From an optimization exercise on the open Yosys and OpenROAD flow, aimed at small area; shortcuts taken in it are not production practice. The RTL was checked by simulation tests, not by an equivalence proof against the original design. Power is estimated from default activity; no workload was simulated.

<file path="flow/flow/run.sh">
#!/bin/bash
# Standard ORFS layout, with clock tree synthesis told not to add dummy loads and to
# use larger sink clusters, and ports buffered with the smallest buffer.
export CTS_ARGS="-sink_clustering_enable -repair_clock_nets -dont_use_dummy_load -buf_list sky130_fd_sc_hd__clkbuf_16 -sink_clustering_size 27 -sink_clustering_max_diameter 100"
export BUFFER_PORTS_ARGS="-buffer_cell sky130_fd_sc_hd__buf_1"
bash standard.sh > standard.log 2>&1
</file>
<file path="flow/standard.sh">
#!/bin/bash
# synth_recipe.tcl (not shown) runs the flow's synth.tcl, then flattens the netlist and writes it again
# the make line also repeats each setting of config.mk as NAME=value (left out here)
make -C /OpenROAD-flow-scripts/flow DESIGN_CONFIG=/design/flow/config.mk WORK_HOME=/design/flow/orfs CLKGATE_MAP_FILE= SYNTH_SCRIPT=/design/flow/synth_recipe.tcl "${@:-finish}"
</file>
<file path="flow/config.mk">
export PLATFORM = sky130hd
export DESIGN_NAME = br_predict_btb
export DESIGN_NICKNAME = br_predict_btb
export VERILOG_FILES = /design/flow/design.v
export SDC_FILE = /design/flow/constraint.sdc
export NUM_CORES = 4
export LEC_CHECK = 0
export CAP_MARGIN = 20
export CORE_MARGIN = 2
export CORE_UTILIZATION = 50
export SETUP_SLACK_MARGIN = 0.2
export SLEW_MARGIN = 20
export SYNTH_HIERARCHICAL = 1
export SYNTH_MINIMUM_KEEP_SIZE = 0
</file>
<file path="flow/constraint.sdc">
create_clock -name core_clock -period 8.0 [get_ports {CLK}]
set_input_delay 1.6000 -clock core_clock [delete_from_list [all_inputs] [get_ports {CLK}]]
set_output_delay 1.6000 -clock core_clock [all_outputs]
set_load 0.01 [all_outputs]
</file>
<file path="flow/design.v">
module br_predict_btb #(
  parameter int IDX_W  = 5,
  parameter int TAG_W  = 8,
  parameter int STAT_W = 12
) (
  input  logic              CLK,
  input  logic              nRST,
  input  logic [31:0]       if_pc,
  output logic              pred_taken,
  output logic [31:0]       pred_target,
  output logic              pred_hit,
  input  logic              upd_valid,
  input  logic [31:0]       upd_pc,
  input  logic              upd_taken,
  input  logic [31:0]       upd_target,
  input  logic              upd_mispredict,
  input  logic              clear,
  output logic [STAT_W-1:0] stat_branches,
  output logic [STAT_W-1:0] stat_mispred
);
  localparam int ENTRIES = 2 ** IDX_W;
  localparam int LO_W    = 12;              
  localparam int HI_W    = 32 - LO_W;       
  typedef logic [IDX_W-1:0] idx_t;
  typedef logic [TAG_W-1:0] tag_t;
  logic [ENTRIES-1:0] valid_q;
  tag_t               tag_q    [ENTRIES];
  logic [31:0]        target_q [ENTRIES];
  logic [1:0]         ctr_q    [ENTRIES];
  logic [STAT_W-1:0]  stat_br_q;
  logic [STAT_W-1:0]  stat_mis_q;
  idx_t if_idx, upd_idx;
  tag_t if_tag, upd_tag;
  logic unused_pc;
  assign if_idx  = if_pc[IDX_W+1:2];
  assign if_tag  = if_pc[IDX_W+TAG_W+1:IDX_W+2];
  assign upd_idx = upd_pc[IDX_W+1:2];
  assign upd_tag = upd_pc[IDX_W+TAG_W+1:IDX_W+2];
  assign unused_pc = ^{if_pc, upd_pc};
  logic [ENTRIES-1:0] if_nsel_a, if_nsel_b, if_nsel_c, upd_nsel, upd_sel;
  br_predict_btb_dec #(.IDX_W(IDX_W)) u_dec_if_a  (.idx(if_idx),  .nsel(if_nsel_a));
  br_predict_btb_dec #(.IDX_W(IDX_W)) u_dec_if_b  (.idx(if_idx),  .nsel(if_nsel_b));
  br_predict_btb_dec #(.IDX_W(IDX_W)) u_dec_if_c  (.idx(if_idx),  .nsel(if_nsel_c));
  br_predict_btb_dec #(.IDX_W(IDX_W)) u_dec_upd   (.idx(upd_idx), .nsel(upd_nsel));
  assign upd_sel = ~upd_nsel;
  logic        rd_valid;
  tag_t        rd_tag;
  logic        rd_ctr1;
  logic [31:0] rd_target;
  always_comb begin
    rd_valid  = 1'b1;
    rd_tag    = '1;
    rd_ctr1   = 1'b1;
    rd_target = '1;
    for (int k = 0; k < ENTRIES; k++) begin
      rd_valid        = rd_valid        & (if_nsel_a[k] | valid_q[k]);
      rd_tag          = rd_tag          & ({TAG_W{if_nsel_a[k]}} | tag_q[k]);
      rd_ctr1         = rd_ctr1         & (if_nsel_a[k] | ctr_q[k][1]);
      rd_target[15:0] = rd_target[15:0] & ({16{if_nsel_b[k]}} | target_q[k][15:0]);
      rd_target[31:16]= rd_target[31:16]& ({16{if_nsel_c[k]}} | target_q[k][31:16]);
    end
  end
  assign pred_hit    = rd_valid & (rd_tag == if_tag);
  assign pred_taken  = pred_hit & rd_ctr1;
  assign pred_target = {32{pred_hit}} & rd_target;
  logic       ur_valid;
  tag_t       ur_tag;
  logic [1:0] ur_ctr;
  always_comb begin
    ur_valid = 1'b1;
    ur_tag   = '1;
    ur_ctr   = '1;
    for (int k = 0; k < ENTRIES; k++) begin
      ur_valid = ur_valid & (upd_nsel[k] | valid_q[k]);
      ur_tag   = ur_tag   & ({TAG_W{upd_nsel[k]}} | tag_q[k]);
      ur_ctr   = ur_ctr   & ({2{upd_nsel[k]}} | ctr_q[k]);
    end
  end
  logic       upd_hit;
  logic       alloc;      
  logic [1:0] ctr_new;
  assign upd_hit = ur_valid & (ur_tag == upd_tag);
  assign alloc   = upd_valid & upd_taken;
  always_comb begin
    if (!upd_valid || (!upd_hit && !upd_taken)) ctr_new = ur_ctr;
    else if (!upd_hit)  ctr_new = 2'b10;
    else if (upd_taken) ctr_new = (ur_ctr == 2'b11) ? 2'b11 : ur_ctr + 2'd1;
    else                ctr_new = (ur_ctr == 2'b00) ? 2'b00 : ur_ctr - 2'd1;
  end
  assign stat_branches = stat_br_q;
  assign stat_mispred  = stat_mis_q;
  always_ff @(posedge CLK) begin
    if (!nRST) begin
      valid_q    <= '0;
      stat_br_q  <= '0;
      stat_mis_q <= '0;
    end else begin
      if (clear) valid_q <= '0;
      else       valid_q <= valid_q | ({ENTRIES{alloc}} & upd_sel);
      stat_br_q  <= stat_br_q + STAT_W'(upd_valid);
      stat_mis_q <= stat_mis_q + STAT_W'(upd_valid & upd_mispredict);
    end
  end
  for (genvar k = 0; k < ENTRIES; k++) begin : g_ent
    logic lo_hold, lo_wr, hi_hold, hi_wr;
    br_predict_btb_wen u_wen_lo (.alloc(alloc), .nalloc(~alloc), .sel(upd_sel[k]), .nsel(upd_nsel[k]),
                                 .hold(lo_hold), .wr(lo_wr));
    br_predict_btb_wen u_wen_hi (.alloc(alloc), .nalloc(~alloc), .sel(upd_sel[k]), .nsel(upd_nsel[k]),
                                 .hold(hi_hold), .wr(hi_wr));
    br_predict_btb_entry #(.TAG_W(TAG_W), .LO_W(LO_W)) u_ent (
      .CLK      (CLK),
      .lo_hold  (lo_hold),
      .lo_wr    (lo_wr),
      .hi_hold  (hi_hold),
      .hi_wr    (hi_wr),
      .ctr_hold (upd_nsel[k]),
      .ctr_wr   (upd_sel[k]),
      .d_tag    (upd_tag),
      .d_target (upd_target),
      .d_ctr    (ctr_new),
      .tag_q    (tag_q[k]),
      .target_q (target_q[k]),
      .ctr_q    (ctr_q[k])
    );
  end
endmodule
module br_predict_btb_dec #(
  parameter int IDX_W = 5
) (
  input  logic [IDX_W-1:0]    idx,
  output logic [2**IDX_W-1:0] nsel
);
  always_comb begin
    for (int k = 0; k < 2 ** IDX_W; k++) nsel[k] = (idx != IDX_W'(k));
  end
endmodule
module br_predict_btb_wen (
  input  logic alloc,
  input  logic nalloc,
  input  logic sel,
  input  logic nsel,
  output logic hold,
  output logic wr
);
  assign wr   = ~(nalloc | nsel);
  assign hold = ~(alloc & sel);
endmodule
module br_predict_btb_entry #(
  parameter int TAG_W = 8,
  parameter int LO_W  = 12
) (
  input  logic             CLK,
  input  logic             lo_hold,
  input  logic             lo_wr,
  input  logic             hi_hold,
  input  logic             hi_wr,
  input  logic             ctr_hold,
  input  logic             ctr_wr,
  input  logic [TAG_W-1:0] d_tag,
  input  logic [31:0]      d_target,
  input  logic [1:0]       d_ctr,
  output logic [TAG_W-1:0] tag_q,
  output logic [31:0]      target_q,
  output logic [1:0]       ctr_q
);
  always_ff @(posedge CLK) begin
    tag_q               <= ({TAG_W{lo_hold}} & tag_q) | ({TAG_W{lo_wr}} & d_tag);
    target_q[LO_W-1:0]  <= ({LO_W{lo_hold}} & target_q[LO_W-1:0]) |
                           ({LO_W{lo_wr}}   & d_target[LO_W-1:0]);
    target_q[31:LO_W]   <= ({(32-LO_W){hi_hold}} & target_q[31:LO_W]) |
                           ({(32-LO_W){hi_wr}}   & d_target[31:LO_W]);
    ctr_q               <= ({2{ctr_hold}} & ctr_q) | ({2{ctr_wr}} & d_ctr);
  end
endmodule
</file>
==> flow_metrics.py, run 1 <==
metrics = {
    "status": {
        "run_status": "no timing/DRC/antenna violations",
    },
    "clocking": {
        "post-cts-setup-buffer-count": 0,
        "clk_path_buf_depth": 3,
        "cts-htree-levels": 2,
        "holdBufCountCts": 0,
        "cts.reportedPaths.clkPinSlew_ns": 0.10,
        "tritoncts": "done",
        "cts_made_buffers": 58,
        "clkSinkCount": 1400,
        "clk-insertion-delay-late_ns": 0.76,
        "clock-root-buffer": "sky130_fd_sc_hd__clkbuf_16",
        "post_cts_resized": 0,
    },
    "finish": {
        "fillerInstances": 9610,
        "area.sequential_um2": 28000,
        "multi_input_comb_area_um2": 22300,
        "finish.net_count": 5060,
        "layout-area-overhead-vs-synth_pct": 4.73,
        "ratio_of_cells_with_drive_above_1_in_the_final_layout_pct": 8.52,
    },
    "setup_path": {
        "cp.required_ns": 6.40,
        "critPathKind": "input pin to output pin",
        "endpoint_kind": "output pin",
        "worst-endpoint-arrival_ns": 5.97,
        "launching_element_type_of_the_critical_path": "input pin",
        "worst-path-max-fanout": 17,
    },
    "synth": {
        "synthFlopType": "sky130_fd_sc_hd__dfxtp_1",
        "post_synth_num_cell_types": 38,
        "synth_top_area_share_pct": 52.8,
        "async_reset_ff_share_pct": 0,
        "synth-seq-area-share_pct": 52.8,
        "synthesis.area_um2": 53100,
        "synth_area_per_cell_um2": 10.5,
        "synth.ff_latch_count": 1400,
        "synthesis.instances": 5063,
        "synthMostInstantiatedCell": "sky130_fd_sc_hd__dfxtp_1",
        "mappedNetlistNets": 5169,
        "number_of_enable_type_register_cells_in_the_synthesized_netlist": 0,
        "yosysWarnings": 12,
        "cell_accounting_for_the_most_synthesized_area": "sky130_fd_sc_hd__dfxtp_1",
        "ys_top_cells_by_area": "sky130_fd_sc_hd__dfxtp_1 (53%), sky130_fd_sc_hd__a22o_1 (22%), sky130_fd_sc_hd__o22ai_1 (9.9%)",
        "ys_top_cells_by_count": "sky130_fd_sc_hd__dfxtp_1 (1,400), sky130_fd_sc_hd__a22o_1 (1,344), sky130_fd_sc_hd__o22ai_1 (840)",
    },
    "floorplanning": {
        "floorplan.initialDensity_pct": 50.4,
        "die-width_um": 330,
        "floorplan.rows": 119,
        "design.portCount": 160,
        "die_area_um2": 109000,
        "die_h_um": 330,
        "core_area_um2": 105000,
    },
    "pwr": {
        "power.density_nw_per_um2": 251,
        "power.total_uw": 13900,
        "power_leakage_uw": 0.0214,
        "ir_drop_worst_case_vdd_mv": 0.232,
    },
    "timing": {
        "least_margin_pin_slew_ns": 1.36,
        "setup_total_negative_slack_ns": 0,
        "maxSlewHeadroom_pct": 8.66,
        "post-route-period-util_pct": 94.6,
        "skew_ns": 0.0655,
        "setup_viol": 0,
        "period_needed_ns": 7.57,
        "hold_viol": 0,
        "grt_setup_unrepaired": "false",
        "timing.final.max_slew_violations": 0,
        "maximum_achievable_frequency_ghz": 0.132,
    },
    "global_routing": {
        "grtUsageTotal_pct": 46.1,
        "grt-ovfl-total": 0,
        "grt_antenna_before_repair": 11,
        "grt_start_max_net_pins": 54,
        "vias_in_the_first_global_route": 44000,
        "global_route_wire_length_before_repair_um": 353000,
    },
    "detailed_routing": {
        "routed_wire_length_per_instance_um": 41.0,
        "route.vias.total": 48600,
        "final_antenna_net_count": 0,
        "drt-total-wl_um": 260000,
        "initialDrtViolationCount": 7796,
        "drc": 0,
        "drt_first_pass_iters": 9,
        "routed_via_density": 7.65,
    },
    "flow_run": {
        "timing.max_cap.violations": 0,
    },
    "place": {
        "port_buffer_cells": 121,
        "finalWeightedCongestion": 1.03,
        "dpl.hpwl_um": 151000,
    },
    "worst_hold_path": {
        "worstHoldPathType": "flop to flop",
    },
}
worst paths after layout:
| path | cells past startpoint | startpoint | to | slack, ns |
|---|---|---|---|---|
| max | 12 | if_pc[6] | pred_target[1] | 0.43 |
| min | 1 | g_ent[26].u_ent.target_q[10]$_DFF_P_ | g_ent[26].u_ent.target_q[10]$_DFF_P_ | 0.49 |
| max reg2reg | 9 | g_ent[28].u_ent.tag_q[6]$_DFF_P_ | g_ent[10].u_ent.ctr_q[0]$_DFF_P_ | 3.44 |
| min reg2reg | 1 | g_ent[26].u_ent.target_q[10]$_DFF_P_ | g_ent[26].u_ent.target_q[10]$_DFF_P_ | 0.49 |
per-layer routing:
| layer | global-route usage [%] | vias to the layer above | wire length (um) |
|---|---|---|---|
| met5 | 0 | - | 78 |
| li1 | - | 19500 | - |
| met3 | 14.6 | 1190 | 34300 |
| met4 | 30.8 | 8 | 21700 |
| met2 | 67.8 | 4111 | 108000 |
| met1 | 57.8 | 23700 | 96100 |
layout make-up:
class | instances | area share [%]
antenna | 8 | 0.0360
clock buffer | 58 | 2.61
sequential | 1400 | 50.4
multi-input combinational | 3156 | 40.2
inverter | 34 | 0.230
tap | 1391 | 3.13
timing repair buffer | 304 | 3.41
cells in the final DEF (no fill, tap or decap), types with 4 or more instances in the layout:
master,instances
sky130_fd_sc_hd__xnor2_1,28
sky130_fd_sc_hd__buf_8,4
sky130_fd_sc_hd__buf_4,178
sky130_fd_sc_hd__nand2_2,41
sky130_fd_sc_hd__and3_1,12
sky130_fd_sc_hd__nor2b_1,9
sky130_fd_sc_hd__nor2_4,22
sky130_fd_sc_hd__a22o_1,1344
sky130_fd_sc_hd__nand2_1,154
sky130_fd_sc_hd__xor2_1,4
sky130_fd_sc_hd__clkbuf_2,22
sky130_fd_sc_hd__inv_1,33
sky130_fd_sc_hd__nor4_1,65
sky130_fd_sc_hd__diode_2,8
sky130_fd_sc_hd__a21oi_1,33
sky130_fd_sc_hd__o22a_1,4
sky130_fd_sc_hd__nand4_1,84
sky130_fd_sc_hd__nor3_1,13
sky130_fd_sc_hd__nor3_2,34
sky130_fd_sc_hd__o22ai_1,840
sky130_fd_sc_hd__nor2_2,42
sky130_fd_sc_hd__nor3b_2,12
sky130_fd_sc_hd__and2_1,26
sky130_fd_sc_hd__o221ai_1,4
sky130_fd_sc_hd__and3b_1,12
sky130_fd_sc_hd__clkbuf_16,58
sky130_fd_sc_hd__nand3_1,24
sky130_fd_sc_hd__nor2_1,327
sky130_fd_sc_hd__dfxtp_1,1400
sky130_fd_sc_hd__ha_1,4
sky130_fd_sc_hd__buf_1,99
power by group:
part / total, uW / switching [uW] / internal, uW / leakage [uW]
clock: 3560 / 2260 / 1300 / 0.000715
sequential: 8610 / 666 / 7940 / 0.0115
combinational: 1760 / 768 / 992 / 0.00915
critical path: stages:
cell and delay, ns:
sky130_fd_sc_hd__buf_1 0.44, sky130_fd_sc_hd__nor2b_1 0.28, sky130_fd_sc_hd__nand2_1 0.85, sky130_fd_sc_hd__o22ai_1 0.17
sky130_fd_sc_hd__nor4_1 0.52, sky130_fd_sc_hd__nand4_1 0.41, sky130_fd_sc_hd__xnor2_1 0.23, sky130_fd_sc_hd__nor3_1 0.38
sky130_fd_sc_hd__nand3_4 0.14, sky130_fd_sc_hd__buf_4 0.30, sky130_fd_sc_hd__nor3_1 0.40, sky130_fd_sc_hd__buf_1 0.21
logic make-up (layout without fill, tap and decap cells):
logic type / Yosys count / in the layout / synth area share, %
flip-flops: 1400 / 1400 / 52.8
AND/OR/NAND/NOR: 887 / 887 / 8.08
adder cells (fa/ha/maj): 5 / 5 / 0.113
buffers and inverters: 507 / 396 / 5.88
other: 0 / 8 / 0
AO/OA/AOI/OAI: 2232 / 2232 / 32.6
XOR/XNOR: 32 / 32 / 0.528
state kept, by name, summed over array words and instances (netlist names):
register              cells
g_ent.u_ent.ctr_q        64
g_ent.u_ent.tag_q       256
g_ent.u_ent.target_q   1024
stat_br_q                12
stat_mis_q               12
valid_q                  32
Yosys stat by module, one instance, submodules excluded, a selection:
module / cell area, um2 / cells / times used
br_predict_btb: 10900 / 1803 / 1
br_predict_btb_wen: 7.51 / 2 / 64
metrics by stage:
stage | instances | hold WS [ns] | area, um2 | utilization, % | worst slack [ns]
finish | 6351 | 0.492 | 55600 | 52.8 | 0.433
global route | 6343 | 0.503 | 55600 | 52.8 | 0.605
CTS | 6340 | 0.493 | 55500 | 52.8 | 0.819
detailed placement | 6282 | 0.465 | 54100 | 51.4 | 0.836
global placement | 6281 | 0.462 | 54100 | 51.4 | 0.844
floorplan | 5063 | 0.450 | 53100 | - | 2.62
==> run 2, diff against run 1 <==
--- a/flow/config.mk
+++ b/flow/config.mk
@@ -8,7 +8,7 @@
 export CAP_MARGIN = 20
 export CORE_MARGIN = 2
 export CORE_UTILIZATION = 50
-export SETUP_SLACK_MARGIN = 0.2
-export SLEW_MARGIN = 20
+export SETUP_SLACK_MARGIN = 0.4
+export SLEW_MARGIN = 8
 export SYNTH_HIERARCHICAL = 1
 export SYNTH_MINIMUM_KEEP_SIZE = 0
==> run 2 against run 1 <==
Wire length grew 0.11%. Area after synthesis did not move. Sequential share of layout area fell by 0.057 points. Largest cell class unchanged. Critical path depth did not move. Die area is the same. First-iteration DRC count is 4.5% higher. Final cell count is essentially flat. Via count grew 0.67%. Count of clock-buffer cells in the layout rose by 1. Critical endpoint unchanged. Register-to-register slack gained 0.66 ns. Worst hold slack improved by 0.0020 ns.
==> flow_metrics.py, run 2 <==
metrics = {
    "status": {
        "run_status": "no timing/DRC/antenna violations",
    },
    "timing": {
        "skew_ns": 0.0839,
        "setup_viol": 0,
        "grt_setup_unrepaired": "false",
        "worst_hold_slack_ns": 0.494,
        "least_margin_pin_slew_ns": 1.27,
        "period_needed_ns": 7.40,
        "timing.final.max_slew_violations": 0,
        "post-route-period-util_pct": 92.5,
        "maximum_achievable_frequency_ghz": 0.135,
        "hold_viol": 0,
        "setup_total_negative_slack_ns": 0,
        "maxSlewHeadroom_pct": 14.9,
    },
    "flow_run": {
        "timing.max_cap.violations": 0,
    },
    "worst_hold_path": {
        "hp-start": "g_ent[30].u_ent.target_q[10]$_DFF_P_",
        "worstHoldPathType": "flop to flop",
    },
    "synth": {
        "synthesis.instances": 5063,
        "ys_top_cells_by_area": "sky130_fd_sc_hd__dfxtp_1 (53%), sky130_fd_sc_hd__a22o_1 (22%), sky130_fd_sc_hd__o22ai_1 (9.9%)",
        "synth-seq-area-share_pct": 52.8,
        "synth_area_per_cell_um2": 10.5,
        "yosysWarnings": 12,
        "synthMostInstantiatedCell": "sky130_fd_sc_hd__dfxtp_1",
        "mappedNetlistNets": 5169,
        "synth_top_area_share_pct": 52.8,
        "synthesis.area_um2": 53100,
        "synth.ff_latch_count": 1400,
        "post_synth_num_cell_types": 38,
        "cell_accounting_for_the_most_synthesized_area": "sky130_fd_sc_hd__dfxtp_1",
        "synthFlopType": "sky130_fd_sc_hd__dfxtp_1",
        "ys_top_cells_by_count": "sky130_fd_sc_hd__dfxtp_1 (1,400), sky130_fd_sc_hd__a22o_1 (1,344), sky130_fd_sc_hd__o22ai_1 (840)",
        "number_of_enable_type_register_cells_in_the_synthesized_netlist": 0,
        "async_reset_ff_share_pct": 0,
    },
    "setup_path": {
        "critical_path.cell_chain": "buf_1 -> nor3b_2 -> nand2_1 -> o22ai_1 -> nor4_1 -> nand4_1 -> xnor2_1 -> nor3_1 -> nand3_4 -> buf_4 -> nor3_1 -> buf_1",
        "critPathKind": "input pin to output pin",
        "critPathMaxStageDelay_ns": 0.80,
        "worst_path_dominant_cell_family": "simple AND/OR/NAND/NOR gates",
        "startpoint": "if_pc[4]",
        "worstReg2RegStart": "g_ent[2].u_ent.tag_q[0]$_DFF_P_",
        "launching_element_type_of_the_critical_path": "input pin",
        "endpoint_kind": "output pin",
        "worst-endpoint-arrival_ns": 5.80,
        "critPathBufInv": 3,
        "critical_path_cell_with_the_highest_stage_delay": "sky130_fd_sc_hd__nand2_1",
        "cp.required_ns": 6.40,
        "worst-path-max-fanout": 17,
    },
    "clocking": {
        "clk_path_buf_depth": 3,
        "cts.reportedPaths.clkPinSlew_ns": 0.10,
        "clkSinkCount": 1400,
        "tritoncts": "done",
        "holdBufCountCts": 0,
        "clock-root-buffer": "sky130_fd_sc_hd__clkbuf_16",
        "cts_made_buffers": 59,
        "post_cts_resized": 0,
        "cts-htree-levels": 2,
        "clk-insertion-delay-late_ns": 0.76,
        "post-cts-setup-buffer-count": 0,
    },
    "pwr": {
        "power_leakage_uw": 0.0214,
        "power.density_nw_per_um2": 251,
        "power.total_uw": 14000,
        "ir_drop_worst_case_vdd_mv": 0.259,
    },
    "detailed_routing": {
        "final_antenna_net_count": 0,
        "routed_via_density": 7.70,
        "drt-total-wl_um": 261000,
        "initialDrtViolationCount": 8147,
        "drt_first_pass_iters": 10,
        "route.vias.total": 48900,
        "drc": 0,
        "routed_wire_length_per_instance_um": 41.0,
    },
    "finish": {
        "number_of_standard_cells_in_the_final_layout_excluding_fillers": 6352,
        "max_flop_register": "g_ent.u_ent.target_q",
        "mostFrequentLayoutCells": "sky130_fd_sc_hd__dfxtp_1 (1,400), sky130_fd_sc_hd__a22o_1 (1,344), sky130_fd_sc_hd__o22ai_1 (840)",
        "layout_commonest_cell": "sky130_fd_sc_hd__dfxtp_1",
        "registers_with_the_highest_flip_flop_counts": "g_ent.u_ent.target_q (1024), g_ent.u_ent.tag_q (256), g_ent.u_ent.ctr_q (64)",
        "ratio_of_cells_with_drive_above_1_in_the_final_layout_pct": 8.54,
        "largest_register_ff_count": 1024,
        "finish.net_count": 5062,
        "fillerInstances": 9519,
        "layout-area-overhead-vs-synth_pct": 4.85,
    },
    "floorplanning": {
        "die_h_um": 330,
        "design.portCount": 160,
        "floorplan.initialDensity_pct": 50.4,
        "die_area_um2": 109000,
        "die-width_um": 330,
        "floorplan.rows": 119,
        "core_area_um2": 105000,
    },
    "global_routing": {
        "vias_in_the_first_global_route": 44400,
        "grt-ovfl-total": 0,
        "global_route_wire_length_before_repair_um": 353000,
        "grt_start_max_net_pins": 54,
        "grt_antenna_before_repair": 12,
        "grtUsageTotal_pct": 45.9,
    },
    "place": {
        "port_buffer_cells": 121,
        "finalWeightedCongestion": 1.03,
        "place.detailed.instances": 6283,
        "dpl.hpwl_um": 151000,
    },
}
[run 2: cell counts after synthesis]
Identical to the previous run, type by type.
[run 2: routing by layer]
layer  up-vias  wire length, um  global-route usage, %
met1     23800            97000                   58.1
li1      19500                -                      -
met4        20            22300                   32.4
met5         -              162                      0
met2      4265           108000                   67.0
met3      1252            33200                   13.3
[run 2: area by class of cell]
cell class / instances / area (um2) / area share, %
tap: 1391 / 1740 / 3.13
multi-input combinational: 3156 / 22300 / 40.1
sequential: 1400 / 28000 / 50.3
antenna: 7 / 17.5 / 0.0315
clock buffer: 59 / 1480 / 2.65
timing repair buffer: 305 / 1940 / 3.49
inverter: 34 / 128 / 0.229
[run 2: logic make-up (layout without fill, tap and decap cells)]
logic type                 count (synthesis)  in the layout  synth area share [%]
other                                      0              7                     0
AOI/OAI and AO/OA                       2232           2232                  32.6
xor gates and xnor gates                  32             32                 0.528
buffers and inverters                    507            398                  5.88
DFF                                     1400           1400                  52.8
adders and majority gates                  5              5                 0.113
and+or+nand+nor                          887            887                  8.08
[run 2: per-module statistics from Yosys, one instance, submodules excluded, excerpt]
module              cell area [um2]  flip-flops and latches  copies in the design
br_predict_btb                10900                      56                     1
br_predict_btb_wen             7.51                       0                    64
[run 2: path summary, 6_finish.rpt]
path	endpoint	slack [ns]	depth (start not counted)
max	pred_target[1]	0.60	12
min	g_ent[30].u_ent.target_q[10]$_DFF_P_	0.49	1
max reg2reg	g_ent[4].u_ent.ctr_q[0]$_DFF_P_	4.10	10
min reg2reg	g_ent[30].u_ent.target_q[10]$_DFF_P_	0.49	1
[run 2: through the flow]
step	util, %	instance area [um2]	setup WS, ns
floorplan	-	53100	2.62
global placement	51.4	54100	0.844
detailed placement	51.4	54100	0.833
CTS	52.8	55600	0.839
global route	52.9	55600	0.638
finish	52.9	55700	0.597
[run 2: where the power goes]
| group | leakage (uW) | internal [uW] | switching [uW] |
|---|---|---|---|
| Clock | 0.000727 | 1320 | 2270 |
| Sequential | 0.0115 | 7940 | 666 |
| Combinational | 0.00918 | 993 | 770 |
| Total | 0.0214 | 10300 | 3700 |
==> run 3, diff against run 2 <==
--- a/flow/design.v
+++ b/flow/design.v
@@ -38,10 +38,14 @@
   assign upd_tag = upd_pc[IDX_W+TAG_W+1:IDX_W+2];
   assign unused_pc = ^{if_pc, upd_pc};
   logic [ENTRIES-1:0] if_nsel_a, if_nsel_b, if_nsel_c, upd_nsel, upd_sel;
-  br_predict_btb_dec #(.IDX_W(IDX_W)) u_dec_if_a  (.idx(if_idx),  .nsel(if_nsel_a));
-  br_predict_btb_dec #(.IDX_W(IDX_W)) u_dec_if_b  (.idx(if_idx),  .nsel(if_nsel_b));
-  br_predict_btb_dec #(.IDX_W(IDX_W)) u_dec_if_c  (.idx(if_idx),  .nsel(if_nsel_c));
-  br_predict_btb_dec #(.IDX_W(IDX_W)) u_dec_upd   (.idx(upd_idx), .nsel(upd_nsel));
+  logic [3:0] if_lo, upd_lo;
+  logic [7:0] if_hi, upd_hi;
+  br_predict_btb_predec u_pre_if  (.idx(if_idx),  .lo(if_lo),  .hi(if_hi));
+  br_predict_btb_predec u_pre_upd (.idx(upd_idx), .lo(upd_lo), .hi(upd_hi));
+  br_predict_btb_dec u_dec_if_a (.lo(if_lo),  .hi(if_hi),  .nsel(if_nsel_a));
+  br_predict_btb_dec u_dec_if_b (.lo(if_lo),  .hi(if_hi),  .nsel(if_nsel_b));
+  br_predict_btb_dec u_dec_if_c (.lo(if_lo),  .hi(if_hi),  .nsel(if_nsel_c));
+  br_predict_btb_dec u_dec_upd  (.lo(upd_lo), .hi(upd_hi), .nsel(upd_nsel));
   assign upd_sel = ~upd_nsel;
   logic        rd_valid;
   tag_t        rd_tag;
@@ -103,10 +107,8 @@
   end
   for (genvar k = 0; k < ENTRIES; k++) begin : g_ent
     logic lo_hold, lo_wr, hi_hold, hi_wr;
-    br_predict_btb_wen u_wen_lo (.alloc(alloc), .nalloc(~alloc), .sel(upd_sel[k]), .nsel(upd_nsel[k]),
-                                 .hold(lo_hold), .wr(lo_wr));
-    br_predict_btb_wen u_wen_hi (.alloc(alloc), .nalloc(~alloc), .sel(upd_sel[k]), .nsel(upd_nsel[k]),
-                                 .hold(hi_hold), .wr(hi_wr));
+    br_predict_btb_wen u_wen_lo (.alloc(alloc), .sel(upd_sel[k]), .hold(lo_hold), .wr(lo_wr));
+    br_predict_btb_wen u_wen_hi (.alloc(alloc), .sel(upd_sel[k]), .hold(hi_hold), .wr(hi_wr));
     br_predict_btb_entry #(.TAG_W(TAG_W), .LO_W(LO_W)) u_ent (
       .CLK      (CLK),
       .lo_hold  (lo_hold),
@@ -124,26 +126,33 @@
     );
   end
 endmodule
-module br_predict_btb_dec #(
-  parameter int IDX_W = 5
-) (
-  input  logic [IDX_W-1:0]    idx,
-  output logic [2**IDX_W-1:0] nsel
+module br_predict_btb_predec (
+  input  logic [4:0] idx,
+  output logic [3:0] lo,
+  output logic [7:0] hi
 );
   always_comb begin
-    for (int k = 0; k < 2 ** IDX_W; k++) nsel[k] = (idx != IDX_W'(k));
+    for (int j = 0; j < 4; j++) lo[j] = (idx[1:0] == 2'(j));
+    for (int j = 0; j < 8; j++) hi[j] = (idx[4:2] == 3'(j));
+  end
+endmodule
+module br_predict_btb_dec (
+  input  logic [3:0]  lo,
+  input  logic [7:0]  hi,
+  output logic [31:0] nsel
+);
+  always_comb begin
+    for (int k = 0; k < 32; k++) nsel[k] = ~(lo[k % 4] & hi[k / 4]);
   end
 endmodule
 module br_predict_btb_wen (
   input  logic alloc,
-  input  logic nalloc,
   input  logic sel,
-  input  logic nsel,
   output logic hold,
   output logic wr
 );
-  assign wr   = ~(nalloc | nsel);
-  assign hold = ~(alloc & sel);
+  assign wr   = alloc & sel;
+  assign hold = ~wr;
 endmodule
 module br_predict_btb_entry #(
   parameter int TAG_W = 8,
==> run 3 against run 2 <==
Critical path depth up 1. Sequential share of layout area up 0.23 points. Clock power about the same. Sequential power about the same. Register-to-register slack worse by 0.76 ns. Combinational power about the same. Utilization down 0.093 points. Highest routed layer unchanged.
==> flow_metrics.py, run 3 <==
metrics = {
    "status": {
        "run_status": "no timing/DRC/antenna violations",
    },
    "timing": {
        "setup_total_negative_slack_ns": 0,
        "grt_setup_unrepaired": "false",
        "skew_ns": 0.0772,
        "timing.final.max_slew_violations": 0,
        "maxSlewHeadroom_pct": 13.9,
        "setup_viol": 0,
        "least_margin_pin_slew_ns": 1.29,
        "period_needed_ns": 7.45,
        "maximum_achievable_frequency_ghz": 0.134,
        "hold_viol": 0,
        "post-route-period-util_pct": 93.2,
    },
    "global_routing": {
        "grtUsageTotal_pct": 46.2,
        "grt.met1_usage_pct": 58.7,
        "global_route_wire_length_before_repair_um": 355000,
        "top_usage_layer": "met2",
        "grt_antenna_before_repair": 15,
        "grt_util_met2_pct": 67.7,
        "vias_in_the_first_global_route": 45100,
        "grt_start_max_net_pins": 76,
        "grt-ovfl-total": 0,
        "grt.met3_usage_pct": 13.3,
    },
    "synth": {
        "synthMostInstantiatedCell": "sky130_fd_sc_hd__dfxtp_1",
        "number_of_enable_type_register_cells_in_the_synthesized_netlist": 0,
        "synthesis.instances": 5037,
        "synth_top_area_share_pct": 53.1,
        "mappedNetlistNets": 5143,
        "synth-seq-area-share_pct": 53.1,
        "async_reset_ff_share_pct": 0,
        "synth_area_per_cell_um2": 10.5,
        "synth.ff_latch_count": 1400,
        "post_synth_num_cell_types": 37,
        "cell_accounting_for_the_most_synthesized_area": "sky130_fd_sc_hd__dfxtp_1",
        "yosysWarnings": 13,
        "ys_top_cells_by_area": "sky130_fd_sc_hd__dfxtp_1 (53%), sky130_fd_sc_hd__a22o_1 (22%), sky130_fd_sc_hd__o22ai_1 (9.9%)",
        "synthesis.area_um2": 52800,
        "ys_top_cells_by_count": "sky130_fd_sc_hd__dfxtp_1 (1,400), sky130_fd_sc_hd__a22o_1 (1,344), sky130_fd_sc_hd__o22ai_1 (834)",
        "synthFlopType": "sky130_fd_sc_hd__dfxtp_1",
    },
    "detailed_routing": {
        "route.vias.total": 48700,
        "drt_first_pass_iters": 9,
        "routed_via_density": 7.67,
        "drc": 0,
        "routed_wire_length_per_instance_um": 40.7,
        "initialDrtViolationCount": 8526,
        "drt-total-wl_um": 259000,
        "final_antenna_net_count": 0,
    },
    "floorplanning": {
        "die_h_um": 329,
        "die-width_um": 329,
        "design.portCount": 160,
        "floorplan.rows": 119,
        "die_area_um2": 108000,
        "core_area_um2": 105000,
        "floorplan.initialDensity_pct": 50.3,
    },
    "finish": {
        "largest_register_ff_count": 1024,
        "layout_commonest_cell": "sky130_fd_sc_hd__dfxtp_1",
        "max_flop_register": "g_ent.u_ent.target_q",
        "mostFrequentLayoutCells": "sky130_fd_sc_hd__dfxtp_1 (1,400), sky130_fd_sc_hd__a22o_1 (1,344), sky130_fd_sc_hd__o22ai_1 (834)",
        "post_route_design_area_um2": 55400,
        "registers_with_the_highest_flip_flop_counts": "g_ent.u_ent.target_q (1024), g_ent.u_ent.tag_q (256), g_ent.u_ent.ctr_q (64)",
        "ratio_of_cells_with_drive_above_1_in_the_final_layout_pct": 7.63,
        "finish.net_count": 5060,
        "layout-area-overhead-vs-synth_pct": 4.97,
    },
    "setup_path": {
        "cp.required_ns": 6.40,
        "launching_element_type_of_the_critical_path": "input pin",
        "endpoint_kind": "output pin",
        "worst-endpoint-arrival_ns": 5.85,
        "worst-path-max-fanout": 17,
        "critPathKind": "input pin to output pin",
    },
    "clocking": {
        "clk-insertion-delay-late_ns": 0.74,
        "clock-root-buffer": "sky130_fd_sc_hd__clkbuf_16",
        "cts.reportedPaths.clkPinSlew_ns": 0.11,
        "holdBufCountCts": 0,
        "cts-htree-levels": 2,
        "tritoncts": "done",
        "clkSinkCount": 1400,
        "clk_path_buf_depth": 3,
        "cts_made_buffers": 59,
    },
    "pwr": {
        "ir_drop_worst_case_vdd_mv": 0.265,
        "power_leakage_uw": 0.0216,
        "power.total_uw": 13900,
        "power.density_nw_per_um2": 251,
    },
    "place": {
        "port_buffer_cells": 121,
        "dpl.hpwl_um": 148000,
        "finalWeightedCongestion": 1.04,
        "placedInstanceArea_um2": 53800,
    },
    "worst_hold_path": {
        "worstHoldPathType": "flop to flop",
    },
    "flow_run": {
        "timing.max_cap.violations": 0,
    },
}
-- run 3: metal layers --
metal | share of wire [%] | routed length (um)
met1 | 37 | 96000
met4 | 8.4 | 21600
met2 | 42 | 107000
met5 | 0.053 | 138
met3 | 13 | 33500
-- run 3: where the power goes --
part | total [uW] | leakage, uW | internal (uW) | switching, uW
Clock | 3580 | 0.000727 | 1320 | 2260
Sequential | 8620 | 0.0115 | 7940 | 680
Combinational | 1730 | 0.00929 | 992 | 737
-- run 3: cell type report --
| cell class | count | area, um2 |
|---|---|---|
| fillers | 9530 | 49600 |
| multi-input cells | 3126 | 21900 |
| well taps | 1391 | 1740 |
| clock buffers | 59 | 1480 |
| repair buffers | 333 | 2140 |
| flip-flops and latches | 1400 | 28000 |
| diodes | 6 | 15.0 |
| inverters | 34 | 128 |
-- run 3: final timing paths --
kind / start / end / slack [ns] / depth (start not counted)
min: g_ent[0].u_ent.target_q[30]$_DFF_P_ / g_ent[0].u_ent.target_q[30]$_DFF_P_ / 0.49 / 1
max: if_pc[5] / pred_target[0] / 0.55 / 13
max reg2reg: g_ent[29].u_ent.tag_q[3]$_DFF_P_ / g_ent[12].u_ent.ctr_q[1]$_DFF_P_ / 3.34 / 10
min reg2reg: g_ent[0].u_ent.target_q[30]$_DFF_P_ / g_ent[0].u_ent.target_q[30]$_DFF_P_ / 0.49 / 1
-- run 3: repair_timing --
| action | in CTS | in global routing |
|---|---|---|
| endpoints found under the setup margin | 0 | 16 |
| hold endpoints to repair | 0 | 0 |
| buffers inserted | 0 | 0 |
| gates resized for setup | 0 | 4 |
-- run 3: logic make-up (layout without fill, tap and decap cells) --
| kind of cell | count (synthesis) | count (layout) | share of synthesized area [%] |
|---|---|---|---|
| XOR/XNOR | 31 | 31 | 0.514 |
| flip-flops | 1400 | 1400 | 53.1 |
| other | 0 | 6 | 0 |
| buffers and inverters | 511 | 426 | 5.80 |
| AO/OA/AOI/OAI | 2235 | 2235 | 32.9 |
| AND/OR/NAND/NOR | 855 | 855 | 7.62 |
| adder cells (fa/ha/maj) | 5 | 5 | 0.114 |
-- run 3: critical path, stage by stage --
cell and delay (ns):
sky130_fd_sc_hd__buf_1 0.19, sky130_fd_sc_hd__and3_2 0.40, sky130_fd_sc_hd__nand2_1 0.60, sky130_fd_sc_hd__buf_4 0.32, sky130_fd_sc_hd__o22ai_1 0.11, sky130_fd_sc_hd__nor4_1 0.39
sky130_fd_sc_hd__nand4_1 0.39, sky130_fd_sc_hd__xnor2_1 0.24, sky130_fd_sc_hd__nor3_1 0.24, sky130_fd_sc_hd__nand3_2 0.39, sky130_fd_sc_hd__buf_4 0.43, sky130_fd_sc_hd__nor3_1 0.31
sky130_fd_sc_hd__buf_1 0.20
-- run 3: through the flow --
stage / utilization, % / setup slack (ns) / hold WS, ns / std cells
floorplan: - / 2.25 / 0.450 / 5037
global placement: 51.2 / 0.724 / 0.462 / 6279
detailed placement: 51.3 / 0.697 / 0.466 / 6281
CTS: 52.7 / 0.690 / 0.493 / 6340
global route: 52.8 / 0.578 / 0.503 / 6343
finish: 52.8 / 0.546 / 0.493 / 6349
-- run 3: per-module statistics from Yosys, one instance, submodules excluded, excerpt --
module                 cell area, um2  cells inside
br_predict_btb                  10700          1797
br_predict_btb_dec                140            36
br_predict_btb_wen               10.0             2
br_predict_btb_predec            87.6            12
==> run 4, diff against run 3 <==
--- a/flow/config.mk
+++ b/flow/config.mk
@@ -9,6 +9,6 @@
 export CORE_MARGIN = 2
 export CORE_UTILIZATION = 50
 export SETUP_SLACK_MARGIN = 0.4
-export SLEW_MARGIN = 8
+export SLEW_MARGIN = 0
 export SYNTH_HIERARCHICAL = 1
 export SYNTH_MINIMUM_KEEP_SIZE = 0
==> run 4 against run 3 <==
Still clean. Critical path depth down 1. Synthesized cell count stayed put. Utilization barely moved. Non-clock buffer count unchanged. Area after synthesis stayed put. Fmax fell by 4.8%. Die area did not move. Worst hold slack got worse by 0.0015 ns. Final cell count about the same. Sequential cell count did not move. First-iteration DRC count fell by 1.4%. Cell area is essentially flat. Critical path type unchanged. Highest routed layer unchanged.
==> flow_metrics.py, run 4 <==
metrics = {
    "place": {
        "port_buffer_cells": 121,
        "place.detailed.instances": 6281,
        "dpl.hpwl_um": 148000,
        "preCtsSetupSlack_ns": 0.694,
        "finalWeightedCongestion": 1.04,
    },
    "pwr": {
        "clkPwrFrac_pct": 25.7,
        "ir_drop_worst_case_vdd_mv": 0.200,
        "logic_pwr_share_pct": 12.4,
        "power_leakage_uw": 0.0216,
        "power_frac_seq_pct": 61.9,
        "switching_share_pct": 26.4,
        "power.density_nw_per_um2": 251,
        "p_int_uw": 10300,
        "switching_power_uw": 3670,
    },
    "timing": {
        "least_margin_pin_slew_ns": 1.26,
        "post-route-period-util_pct": 97.9,
        "grt_setup_unrepaired": "false",
        "maximum_achievable_frequency_ghz": 0.128,
        "skew_ns": 0.0381,
        "setup_total_negative_slack_ns": 0,
        "setup_slack_of_the_critical_path_after_layout_ns": 0.170,
        "period_needed_ns": 7.83,
        "setup_viol": 0,
        "maxSlewHeadroom_pct": 15.9,
        "worst_hold_slack_ns": 0.491,
        "hold_viol": 0,
        "timing.final.max_slew_violations": 0,
    },
    "finish": {
        "multi_input_comb_area_um2": 21900,
        "largest_register_ff_count": 1024,
        "max_flop_register": "g_ent.u_ent.target_q",
        "layout_commonest_cell": "sky130_fd_sc_hd__dfxtp_1",
        "finish.net_count": 5060,
        "ratio_of_cells_with_drive_above_1_in_the_final_layout_pct": 7.55,
        "mostFrequentLayoutCells": "sky130_fd_sc_hd__dfxtp_1 (1,400), sky130_fd_sc_hd__a22o_1 (1,344), sky130_fd_sc_hd__o22ai_1 (834)",
        "number_of_standard_cells_in_the_final_layout_excluding_fillers": 6350,
        "registers_with_the_highest_flip_flop_counts": "g_ent.u_ent.target_q (1024), g_ent.u_ent.tag_q (256), g_ent.u_ent.ctr_q (64)",
        "fillerInstances": 9542,
        "area.sequential_um2": 28000,
        "layout-area-overhead-vs-synth_pct": 4.97,
    },
    "detailed_routing": {
        "routed_via_density": 7.66,
        "drt-total-wl_um": 259000,
        "drt_first_pass_iters": 8,
        "drc": 0,
        "route.vias.total": 48700,
        "routed_wire_length_per_instance_um": 40.7,
        "initialDrtViolationCount": 8406,
        "final_antenna_net_count": 0,
    },
    "synth": {
        "cell_accounting_for_the_most_synthesized_area": "sky130_fd_sc_hd__dfxtp_1",
        "synthFlopType": "sky130_fd_sc_hd__dfxtp_1",
        "synth_area_per_cell_um2": 10.5,
        "synth.ff_latch_count": 1400,
        "synthesis.instances": 5037,
        "synthesis.area_um2": 52800,
        "synth_top_area_share_pct": 53.1,
        "mappedNetlistNets": 5143,
        "ys_top_cells_by_area": "sky130_fd_sc_hd__dfxtp_1 (53%), sky130_fd_sc_hd__a22o_1 (22%), sky130_fd_sc_hd__o22ai_1 (9.9%)",
        "synth-seq-area-share_pct": 53.1,
        "synthMostInstantiatedCell": "sky130_fd_sc_hd__dfxtp_1",
        "yosysWarnings": 13,
        "post_synth_num_cell_types": 37,
        "ys_top_cells_by_count": "sky130_fd_sc_hd__dfxtp_1 (1,400), sky130_fd_sc_hd__a22o_1 (1,344), sky130_fd_sc_hd__o22ai_1 (834)",
        "number_of_enable_type_register_cells_in_the_synthesized_netlist": 0,
        "async_reset_ff_share_pct": 0,
    },
    "worst_hold_path": {
        "holdPathStages": 1,
        "worstHoldPathType": "flop to flop",
    },
    "status": {
        "run_status": "no timing/DRC/antenna violations",
    },
    "clocking": {
        "clk_path_buf_depth": 3,
        "cts.reportedPaths.clkPinSlew_ns": 0.10,
        "holdBufCountCts": 0,
        "post-cts-setup-buffer-count": 0,
        "tritoncts": "done",
        "clock-root-buffer": "sky130_fd_sc_hd__clkbuf_16",
        "post_cts_resized": 0,
        "clkSinkCount": 1400,
        "cts-htree-levels": 2,
        "clk-insertion-delay-late_ns": 0.73,
        "cts_made_buffers": 59,
    },
    "setup_path": {
        "ff2ff_path_depth": 10,
        "launching_element_type_of_the_critical_path": "input pin",
        "critPathKind": "input pin to output pin",
        "worst-path-max-fanout": 17,
        "endpoint_kind": "output pin",
        "cp.required_ns": 6.40,
        "worst-endpoint-arrival_ns": 6.23,
    },
    "global_routing": {
        "grtUsageTotal_pct": 46.2,
        "grt_antenna_before_repair": 8,
        "vias_in_the_first_global_route": 45000,
        "global_route_wire_length_before_repair_um": 356000,
        "grt-ovfl-total": 0,
        "grt_start_max_net_pins": 76,
    },
    "floorplanning": {
        "die-width_um": 329,
        "die_area_um2": 108000,
        "floorplan.initialDensity_pct": 50.3,
        "floorplan.rows": 119,
        "design.portCount": 160,
        "core_area_um2": 105000,
        "die_h_um": 329,
    },
    "flow_run": {
        "timing.max_cap.violations": 0,
    },
}
-- run 4: metal layers --
metal  vias to the layer above  part of all wire (%)  GRT usage (%)
met5                         -                0.0097          0.217
met4                         4                   8.5           31.8
met3                      1222                    13           14.2
met2                      4111                    41           67.8
met1                     23900                    37           58.0
li1                      19400                     -              -
-- run 4: cell type report --
type | count | share of cell area (%)
Sequential cell | 1400 | 50.6
Multi-Input combinational cell | 3126 | 39.5
Timing Repair Buffer | 333 | 3.89
Tap cell | 1391 | 3.14
Clock buffer | 59 | 2.66
Inverter | 34 | 0.230
Antenna cell | 7 | 0.0316
-- run 4: worst paths after layout --
| kind | startpoint | end | slack (ns) |
|---|---|---|---|
| worst min register to register | g_ent[5].u_ent.target_q[10]$_DFF_P_ | g_ent[5].u_ent.target_q[10]$_DFF_P_ | 0.49 |
| worst max-delay path | if_pc[2] | pred_target[0] | 0.17 |
| worst max register to register | g_ent[29].u_ent.tag_q[3]$_DFF_P_ | g_ent[24].u_ent.ctr_q[1]$_DFF_P_ | 3.49 |
| worst min-delay path | g_ent[5].u_ent.target_q[10]$_DFF_P_ | g_ent[5].u_ent.target_q[10]$_DFF_P_ | 0.49 |
-- run 4: critical path, stage by stage --
cell and delay [ns]:
sky130_fd_sc_hd__buf_1 0.18, sky130_fd_sc_hd__nor2b_2 0.48, sky130_fd_sc_hd__nand2_1 0.79, sky130_fd_sc_hd__o22ai_1 0.50, sky130_fd_sc_hd__nor4_1 0.09, sky130_fd_sc_hd__nand4_1 0.19, sky130_fd_sc_hd__xnor2_1 0.10, sky130_fd_sc_hd__nor4_1 0.70
sky130_fd_sc_hd__nand3_2 0.57, sky130_fd_sc_hd__buf_4 0.46, sky130_fd_sc_hd__nor3_1 0.34, sky130_fd_sc_hd__buf_1 0.19
-- run 4: power groups by stage --
stage / logic, uW / registers [uW] / clock network, uW
floorplan: 1250 / 8510 / 0
global placement: 1640 / 8720 / 0
detailed placement: 1680 / 8720 / 0
CTS: 1680 / 8570 / 3560
global route: 1830 / 8700 / 3800
finish: 1730 / 8630 / 3580
-- run 4: kinds of logic (layout without fill, tap and decap cells) --
family	Yosys count	in the layout	share of synthesized area (%)
AOI/OAI and AO/OA	2235	2235	32.9
other	0	7	0
DFF	1400	1400	53.1
buffers and inverters	511	426	5.80
xor gates and xnor gates	31	31	0.514
and+or+nand+nor	855	855	7.62
adders and majority gates	5	5	0.114
-- run 4: metrics by stage --
stage | total power (uW) | area (um2) | utilization, %
after floorplan | 9760 | 52800 | -
after global placement | 10400 | 53800 | 51.2
after detailed placement | 10400 | 53800 | 51.3
final | 13900 | 55400 | 52.8
after global routing | 14300 | 55400 | 52.8
after CTS | 13800 | 55300 | 52.7
-- run 4: Yosys stat by module (local to each module, per instance), excerpt --
| module | flops+latches | times used |
|---|---|---|
| br_predict_btb_dec | 0 | 4 |
| br_predict_btb | 56 | 1 |
| br_predict_btb_wen | 0 | 64 |
| br_predict_btb_predec | 0 | 2 |
==> run 5, diff against run 4 <==
==> flow/flow/run.sh (replaced) <==
#!/bin/bash
# Standard ORFS layout, with clock tree synthesis told not to add dummy loads and to
# use larger sink clusters, ports buffered with the smallest buffer, and timing-driven
# global placement told not to keep its intermediate resizer changes.
export CTS_ARGS="-sink_clustering_enable -repair_clock_nets -dont_use_dummy_load -buf_list sky130_fd_sc_hd__clkbuf_16 -sink_clustering_size 27 -sink_clustering_max_diameter 100"
export BUFFER_PORTS_ARGS="-buffer_cell sky130_fd_sc_hd__buf_1"
export GPL_KEEP_OVERFLOW=0
bash standard.sh > standard.log 2>&1
--- a/flow/config.mk
+++ b/flow/config.mk
@@ -9,6 +9,6 @@
 export CORE_MARGIN = 2
 export CORE_UTILIZATION = 50
 export SETUP_SLACK_MARGIN = 0.4
-export SLEW_MARGIN = 0
+export SLEW_MARGIN = 8
 export SYNTH_HIERARCHICAL = 1
 export SYNTH_MINIMUM_KEEP_SIZE = 0
==> run 5 against run 4 <==
Still clean. Die area unchanged. Final cell count down 1.5%. Global-route usage down 0.41 points. Sequential power about the same. Synthesized cell count unchanged. Utilization up 0.88 points. Via count up 0.37%. Critical path depth unchanged. Highest routed layer unchanged.
==> flow_metrics.py, run 5 <==
metrics = {
    "finish": {
        "post_route_design_area_um2": 56300,
        "largest_register_ff_count": 1024,
        "registers_with_the_highest_flip_flop_counts": "g_ent.u_ent.target_q (1024), g_ent.u_ent.tag_q (256), g_ent.u_ent.ctr_q (64)",
        "mostFrequentLayoutCells": "sky130_fd_sc_hd__dfxtp_1 (1,400), sky130_fd_sc_hd__a22o_1 (1,344), sky130_fd_sc_hd__o22ai_1 (834)",
        "max_flop_register": "g_ent.u_ent.target_q",
        "finish.net_count": 4960,
        "ratio_of_cells_with_drive_above_1_in_the_final_layout_pct": 7.73,
        "number_of_standard_cells_in_the_final_layout_excluding_fillers": 6253,
        "layout_commonest_cell": "sky130_fd_sc_hd__dfxtp_1",
        "layout-area-overhead-vs-synth_pct": 6.71,
        "area.sequential_um2": 28000,
        "multi_input_comb_area_um2": 22100,
        "fillerInstances": 9389,
    },
    "floorplanning": {
        "die_area_um2": 108000,
        "design.portCount": 160,
        "core_area_um2": 105000,
        "floorplan.initialDensity_pct": 50.3,
        "floorplan.rows": 119,
        "die_h_um": 329,
        "die-width_um": 329,
    },
    "detailed_routing": {
        "drt-total-wl_um": 258000,
        "drt_first_pass_iters": 7,
        "routed_wire_length_per_instance_um": 41.3,
        "final_antenna_net_count": 0,
        "routed_via_density": 7.81,
        "route.vias.total": 48800,
        "drc": 0,
        "initialDrtViolationCount": 9122,
    },
    "setup_path": {
        "startpoint": "if_pc[5]",
        "ff2ff_path_depth": 11,
        "setup.reg_to_reg.worst_slack_ns": 3.86,
        "cp.required_ns": 6.40,
        "worstReg2RegStart": "g_ent[29].u_ent.tag_q[3]$_DFF_P_",
        "worst-endpoint-arrival_ns": 6.02,
        "critPathKind": "input pin to output pin",
        "endpoint_kind": "output pin",
        "launching_element_type_of_the_critical_path": "input pin",
        "worst-path-max-fanout": 18,
    },
    "worst_hold_path": {
        "holdPathStages": 1,
        "hp-start": "g_ent[26].u_ent.target_q[30]$_DFF_P_",
        "worstHoldPathType": "flop to flop",
    },
    "place": {
        "dpl.hpwl_um": 152000,
        "place.detailed.instances": 6175,
        "placedInstanceArea_um2": 54500,
        "finalWeightedCongestion": 0.988,
        "port_buffer_cells": 121,
    },
    "synth": {
        "cell_accounting_for_the_most_synthesized_area": "sky130_fd_sc_hd__dfxtp_1",
        "ys_top_cells_by_count": "sky130_fd_sc_hd__dfxtp_1 (1,400), sky130_fd_sc_hd__a22o_1 (1,344), sky130_fd_sc_hd__o22ai_1 (834)",
        "ys_top_cells_by_area": "sky130_fd_sc_hd__dfxtp_1 (53%), sky130_fd_sc_hd__a22o_1 (22%), sky130_fd_sc_hd__o22ai_1 (9.9%)",
        "synth.ff_latch_count": 1400,
        "yosysWarnings": 13,
        "synth_area_per_cell_um2": 10.5,
        "synth_top_area_share_pct": 53.1,
        "mappedNetlistNets": 5143,
        "synthFlopType": "sky130_fd_sc_hd__dfxtp_1",
        "synthMostInstantiatedCell": "sky130_fd_sc_hd__dfxtp_1",
        "synth-seq-area-share_pct": 53.1,
        "async_reset_ff_share_pct": 0,
        "number_of_enable_type_register_cells_in_the_synthesized_netlist": 0,
        "synthesis.instances": 5037,
        "synthesis.area_um2": 52800,
        "post_synth_num_cell_types": 37,
    },
    "clocking": {
        "holdBufCountCts": 0,
        "clk_path_buf_depth": 3,
        "cts.reportedPaths.clkPinSlew_ns": 0.11,
        "cts-htree-levels": 2,
        "clock-root-buffer": "sky130_fd_sc_hd__clkbuf_16",
        "clkSinkCount": 1400,
        "clk-insertion-delay-late_ns": 0.77,
        "tritoncts": "done",
        "cts_made_buffers": 58,
    },
    "global_routing": {
        "grt_antenna_before_repair": 16,
        "global_route_wire_length_before_repair_um": 351000,
        "grt-ovfl-total": 0,
        "grt_start_max_net_pins": 75,
        "vias_in_the_first_global_route": 44100,
        "grtUsageTotal_pct": 45.8,
    },
    "pwr": {
        "switching_power_uw": 3650,
        "power.total_uw": 13900,
        "clkPwrFrac_pct": 25.5,
        "p_int_uw": 10300,
        "ir_drop_worst_case_vdd_mv": 0.211,
        "switching_share_pct": 26.3,
        "power_leakage_uw": 0.0219,
        "power_frac_seq_pct": 61.9,
        "power.density_nw_per_um2": 247,
        "logic_pwr_share_pct": 12.6,
    },
    "timing": {
        "timing.final.max_slew_violations": 0,
        "hold_viol": 0,
        "grt_setup_unrepaired": "false",
        "maximum_achievable_frequency_ghz": 0.131,
        "skew_ns": 0.0880,
        "period_needed_ns": 7.62,
        "post-route-period-util_pct": 95.2,
        "maxSlewHeadroom_pct": 12.4,
        "setup_viol": 0,
        "least_margin_pin_slew_ns": 1.31,
    },
    "status": {
        "run_status": "no timing/DRC/antenna violations",
    },
    "flow_run": {
        "timing.max_cap.violations": 0,
    },
}
## run 5: cell count changes in the layout (fill, tap and decap cells not counted), sizes merged
| cell | delta |
|---|---|
| clkbuf | -17 |
| diode | +3 |
| buf | -83 |
## run 5: path summary, 6_finish.rpt
path | endpoint
worst min-delay path | g_ent[26].u_ent.target_q[30]$_DFF_P_
worst max-delay path | pred_target[8]
worst max register to register | g_ent[20].u_ent.ctr_q[1]$_DFF_P_
worst min register to register | g_ent[26].u_ent.target_q[30]$_DFF_P_
## run 5: cell families (layout without fill, tap and decap cells)
family,Yosys count,in the layout,share of synthesized area (%)
AO/OA/AOI/OAI,2235,2235,32.9
flip-flops,1400,1400,53.1
AND/OR/NAND/NOR,855,855,7.62
buffers and inverters,511,326,5.80
XOR/XNOR,31,31,0.514
adder cells (fa/ha/maj),5,5,0.114
other,0,10,0
## run 5: area by class of cell
cell class / count / area share (%)
multi-input combinational: 3126 / 39.2
clock buffer: 58 / 2.58
tap: 1391 / 3.09
timing repair buffer: 234 / 5.12
inverter: 34 / 0.227
sequential: 1400 / 49.8
antenna: 10 / 0.0444
## run 5: power groups by stage
stage / Clock, uW / Combinational [uW] / Sequential [uW]
detailed placement: 0 / 1690 / 8710
finish: 3540 / 1750 / 8610
global placement: 0 / 1600 / 8700
CTS: 3530 / 1700 / 8560
global route: 3770 / 1850 / 8680
floorplan: 0 / 1250 / 8510
## run 5: per-layer routing
| metal | global-route usage, % | vias to the layer above | wire length, um | share of wire [%] |
|---|---|---|---|---|
| met5 | 0 | - | 210 | 0.081 |
| li1 | - | 19300 | - | - |
| met4 | 31.6 | 18 | 22200 | 8.6 |
| met1 | 58.2 | 23900 | 94600 | 37 |
| met3 | 14.9 | 1291 | 35000 | 14 |
| met2 | 65.8 | 4385 | 106000 | 41 |
## run 5: what timing repair did
action                                  in CTS  in global routing
gates resized for setup                     23                  9
pin swaps                                    1                  0
endpoints found under the setup margin      33                 33
gates cloned                                 0                  0
setup buffers                                0                  2
## run 5: stage by stage
stage	setup TNS (ns)	worst slack, ns	util [%]	hold WS [ns]
2_1_floorplan	0	2.25	-	0.450
3_3_place_gp	-305.29	-2.53	49.6	0.462
3_5_place_dp	-0.127	-0.0333	52.0	0.465
4_1_cts	0	0.407	53.4	0.493
5_1_grt	0	0.413	53.6	0.502
6_report	0	0.382	53.7	0.492
## run 5: Yosys stat by module (local to each module, per instance), a selection
module / cell area (um2) / flip-flops and latches / copies in the design / cells
br_predict_btb: 10700 / 56 / 1 / 1797
br_predict_btb_wen: 10.0 / 0 / 64 / 2
br_predict_btb_predec: 87.6 / 0 / 2 / 12
br_predict_btb_dec: 140 / 0 / 4 / 36
## run 5: critical path, cell delays in order
cell and delay, ns:
sky130_fd_sc_hd__buf_1 0.35, sky130_fd_sc_hd__and3b_2 0.37, sky130_fd_sc_hd__nand2_1 0.79, sky130_fd_sc_hd__o221ai_1 0.31
sky130_fd_sc_hd__nor3_1 0.24, sky130_fd_sc_hd__nand4_1 0.27, sky130_fd_sc_hd__xnor2_1 0.23, sky130_fd_sc_hd__nor4_2 0.48
sky130_fd_sc_hd__nand3_4 0.44, sky130_fd_sc_hd__buf_12 0.34, sky130_fd_sc_hd__nor3_1 0.32, sky130_fd_sc_hd__buf_1 0.20
==> run 6, diff against run 5 <==
==> flow/flow/run.sh (replaced) <==
#!/bin/bash
# Standard ORFS layout, with clock tree synthesis told not to add dummy loads and to
# use larger sink clusters, and ports buffered with the smallest buffer.
export CTS_ARGS="-sink_clustering_enable -repair_clock_nets -dont_use_dummy_load -buf_list sky130_fd_sc_hd__clkbuf_8 -sink_clustering_size 14 -sink_clustering_max_diameter 70"
export BUFFER_PORTS_ARGS="-buffer_cell sky130_fd_sc_hd__buf_1"
bash standard.sh > standard.log 2>&1
==> run 6 against run 5 <==
Still clean on timing, DRC and antenna. Critical path depth grew 1. Count of clock-buffer cells in the layout up 54. Combinational power is essentially flat. Sequential cell count did not move. Wire length grew 0.74%. Sequential share of layout area rose by 0.76 points. Register-to-register slack worse by 0.47 ns. Clock skew down 0.030 ns. Critical endpoint is now pred_target[0]. Largest power group unchanged. Highest routed layer unchanged.
==> flow_metrics.py, run 6 <==
metrics = {
    "clocking": {
        "cts_made_buffers": 112,
        "post-cts-setup-buffer-count": 0,
        "clkSinkCount": 1400,
        "clk-insertion-delay-late_ns": 0.84,
        "clock-root-buffer": "sky130_fd_sc_hd__clkbuf_8",
        "tritoncts": "done",
        "cts.reportedPaths.clkPinSlew_ns": 0.09,
        "cts-htree-levels": 3,
        "clk_path_buf_depth": 3,
    },
    "global_routing": {
        "grt-ovfl-total": 0,
        "grt_antenna_before_repair": 13,
        "grtUsageTotal_pct": 46.4,
        "grt_start_max_net_pins": 76,
        "global_route_wire_length_before_repair_um": 357000,
        "vias_in_the_first_global_route": 45600,
    },
    "timing": {
        "grt_setup_unrepaired": "false",
        "setup_slack_of_the_critical_path_after_layout_ns": 0.350,
        "period_needed_ns": 7.65,
        "post-route-period-util_pct": 95.6,
        "maximum_achievable_frequency_ghz": 0.131,
        "skew_ns": 0.0579,
        "maxSlewHeadroom_pct": 14.2,
        "setup_viol": 0,
        "setup_total_negative_slack_ns": 0,
        "timing.final.max_slew_violations": 0,
        "least_margin_pin_slew_ns": 1.28,
        "hold_viol": 0,
    },
    "synth": {
        "synthFlopType": "sky130_fd_sc_hd__dfxtp_1",
        "mappedNetlistNets": 5143,
        "synth_top_area_share_pct": 53.1,
        "synth_area_per_cell_um2": 10.5,
        "ys_top_cells_by_count": "sky130_fd_sc_hd__dfxtp_1 (1,400), sky130_fd_sc_hd__a22o_1 (1,344), sky130_fd_sc_hd__o22ai_1 (834)",
        "synthMostInstantiatedCell": "sky130_fd_sc_hd__dfxtp_1",
        "synth.ff_latch_count": 1400,
        "synth-seq-area-share_pct": 53.1,
        "synthesis.area_um2": 52800,
        "post_synth_num_cell_types": 37,
        "synthesis.instances": 5037,
        "yosysWarnings": 13,
        "ys_top_cells_by_area": "sky130_fd_sc_hd__dfxtp_1 (53%), sky130_fd_sc_hd__a22o_1 (22%), sky130_fd_sc_hd__o22ai_1 (9.9%)",
        "cell_accounting_for_the_most_synthesized_area": "sky130_fd_sc_hd__dfxtp_1",
        "number_of_enable_type_register_cells_in_the_synthesized_netlist": 0,
        "async_reset_ff_share_pct": 0,
    },
    "setup_path": {
        "critPathKind": "input pin to output pin",
        "launching_element_type_of_the_critical_path": "input pin",
        "worst-path-max-fanout": 17,
        "endpoint_kind": "output pin",
        "critical_path_cell_with_the_highest_stage_delay": "sky130_fd_sc_hd__nand2_1",
        "critPathMaxStageDelay_ns": 0.63,
        "cp_num_cells": 13,
        "setup.reg_to_reg.worst_slack_ns": 3.39,
        "ff2ff_path_depth": 10,
        "critPathBufInv": 4,
        "critical_path.cell_chain": "buf_1 -> and3_2 -> nand2_1 -> buf_4 -> o22ai_1 -> nor4_1 -> nand4_1 -> xnor2_1 -> nor3_1 -> nand3_2 -> buf_4 -> nor3_1 -> buf_1",
        "worst_path_dominant_cell_family": "simple AND/OR/NAND/NOR gates",
        "r2r-end": "g_ent[27].u_ent.ctr_q[1]$_DFF_P_",
        "worst-endpoint-arrival_ns": 6.05,
        "cp.required_ns": 6.40,
        "worstReg2RegStart": "g_ent[29].u_ent.tag_q[3]$_DFF_P_",
    },
    "detailed_routing": {
        "drc": 0,
        "final_antenna_net_count": 0,
        "routed_wire_length_per_instance_um": 40.6,
        "drt_first_pass_iters": 9,
        "drt-total-wl_um": 260000,
        "route.vias.total": 49200,
        "initialDrtViolationCount": 8405,
        "routed_via_density": 7.68,
    },
    "place": {
        "dpl.hpwl_um": 148000,
        "finalWeightedCongestion": 1.04,
        "port_buffer_cells": 121,
        "preCtsSetupSlack_ns": 0.697,
    },
    "finish": {
        "layout_commonest_cell": "sky130_fd_sc_hd__dfxtp_1",
        "ratio_of_cells_with_drive_above_1_in_the_final_layout_pct": 8.59,
        "registers_with_the_highest_flip_flop_counts": "g_ent.u_ent.target_q (1024), g_ent.u_ent.tag_q (256), g_ent.u_ent.ctr_q (64)",
        "mostFrequentLayoutCells": "sky130_fd_sc_hd__dfxtp_1 (1,400), sky130_fd_sc_hd__a22o_1 (1,344), sky130_fd_sc_hd__o22ai_1 (834)",
        "fillerInstances": 9556,
        "max_flop_register": "g_ent.u_ent.target_q",
        "finish.net_count": 5113,
        "layout-area-overhead-vs-synth_pct": 5.12,
        "largest_register_ff_count": 1024,
    },
    "floorplanning": {
        "die_area_um2": 108000,
        "die-width_um": 329,
        "die_h_um": 329,
        "floorplan.initialDensity_pct": 50.3,
        "design.portCount": 160,
        "core_area_um2": 105000,
        "floorplan.rows": 119,
    },
    "pwr": {
        "power.density_nw_per_um2": 251,
        "power_leakage_uw": 0.0216,
        "ir_drop_worst_case_vdd_mv": 0.166,
    },
    "status": {
        "run_status": "no timing/DRC/antenna violations",
    },
    "worst_hold_path": {
        "worstHoldPathType": "flop to flop",
        "hold_end": "g_ent[15].u_ent.target_q[10]$_DFF_P_",
        "hp-start": "g_ent[15].u_ent.target_q[10]$_DFF_P_",
        "holdPathStages": 1,
    },
    "flow_run": {
        "timing.max_cap.violations": 0,
    },
}
-- run 6: power breakdown --
| part | switching [uW] | internal, uW | total (uW) |
|---|---|---|---|
| logic | 738 | 991 | 1730 |
| registers | 679 | 7940 | 8620 |
| clock network | 2330 | 1240 | 3580 |
-- run 6: cell families (layout without fill, tap and decap cells) --
kind of cell	Yosys count	after routing	synth area share, %
fa+ha+maj	5	5	0.114
other cells	0	10	0
simple gates	855	855	7.62
xor+xnor	31	31	0.514
buf+inv	511	479	5.80
flops	1400	1400	53.1
compound gates	2235	2235	32.9
-- run 6: how the worst max path moves through the flow --
stage,start,endpoint
after global routing,if_pc[2],pred_target[10]
after global placement,if_pc[3],pred_target[31]
after CTS,if_pc[3],pred_target[10]
after detailed placement,if_pc[3],pred_target[10]
final,if_pc[5],pred_target[0]
after floorplan,if_pc[4],pred_target[10]
-- run 6: through the flow --
step	std cells	cell area, um2	power [uW]	util [%]	hold slack (ns)
3_5_place_dp	6281	53800	10400	51.3	0.466
2_1_floorplan	5037	52800	9760	-	0.450
5_1_grt	6398	55500	14300	52.8	0.500
3_3_place_gp	6279	53800	10400	51.2	0.462
6_report	6406	55500	13900	52.9	0.490
4_1_cts	6393	55400	13800	52.8	0.490
-- run 6: per-module statistics from Yosys, one instance, submodules excluded, a selection --
module,cells,cell area (um2),flip-flops and latches
br_predict_btb_wen,2,10.0,0
br_predict_btb_predec,12,87.6,0
br_predict_btb,1797,10700,56
br_predict_btb_dec,36,140,0
-- run 6: area by class of cell --
| class | instances | area (um2) | share of cell area [%] |
|---|---|---|---|
| Antenna cell | 10 | 25.0 | 0.0451 |
| Multi-Input combinational cell | 3126 | 21900 | 39.4 |
| Tap cell | 1391 | 1740 | 3.14 |
| Clock buffer | 112 | 1540 | 2.78 |
| Timing Repair Buffer | 333 | 2150 | 3.88 |
| Sequential cell | 1400 | 28000 | 50.5 |
| Inverter | 34 | 128 | 0.230 |
-- run 6: what timing repair did --
action	in CTS	in global routing
gates resized for setup	0	3
setup endpoints to repair	0	5
hold buffers	0	0
-- run 6: per-layer routing --
metal / vias to the layer above / share of wire (%) / global-route usage [%]
met5: - / 0.035 / 0.565
met4: 9 / 8.6 / 32.0
met3: 1305 / 13 / 14.0
met2: 4341 / 41 / 68.0
met1: 24000 / 37 / 58.6
li1: 19600 / - / -

## port drivers added, routing unchanged
How much do the figures lean on ideal ports? The routed layouts below were timed once more, with nothing changed but the port constraints. Step 1: set_driving_cell puts a clkbuf_16 on CLK and a buf_2 on each other input, an assumption about the parent block. Step 2, shift: input delay + t, output delay - t, t = (earliest + latest rising clock arrival at the registers) / 2. This alone moves slack from input paths to output paths. a / b / c = ideal ports / drivers / drivers and shift; a / b = the first two.
| run | shift t [ns] | setup slack, ns | worst register clock-pin slew, ns |
|---|---|---|---|
| run 1 | 0.799 | 0.433 / 0.311 / 0.311 | 0.12 / 0.12 |
| run 2 | 0.797 | 0.597 / 0.467 / 0.467 | 0.11 / 0.11 |
| run 3 | 0.785 | 0.546 / 0.421 / 0.421 | 0.12 / 0.12 |
| run 4 | 0.794 | 0.170 / 0.028 / 0.028 | 0.12 / 0.12 |
| run 5 | 0.801 | 0.382 / 0.267 / 0.267 | 0.12 / 0.12 |
| run 6 | 0.887 | 0.350 / 0.192 / 0.192 | 0.10 / 0.10 |
After both steps every run listed still meets setup and hold. The setup slack of run 6, which loses most, moves by -0.158 ns with the drivers and by -0.158 ns with both steps.
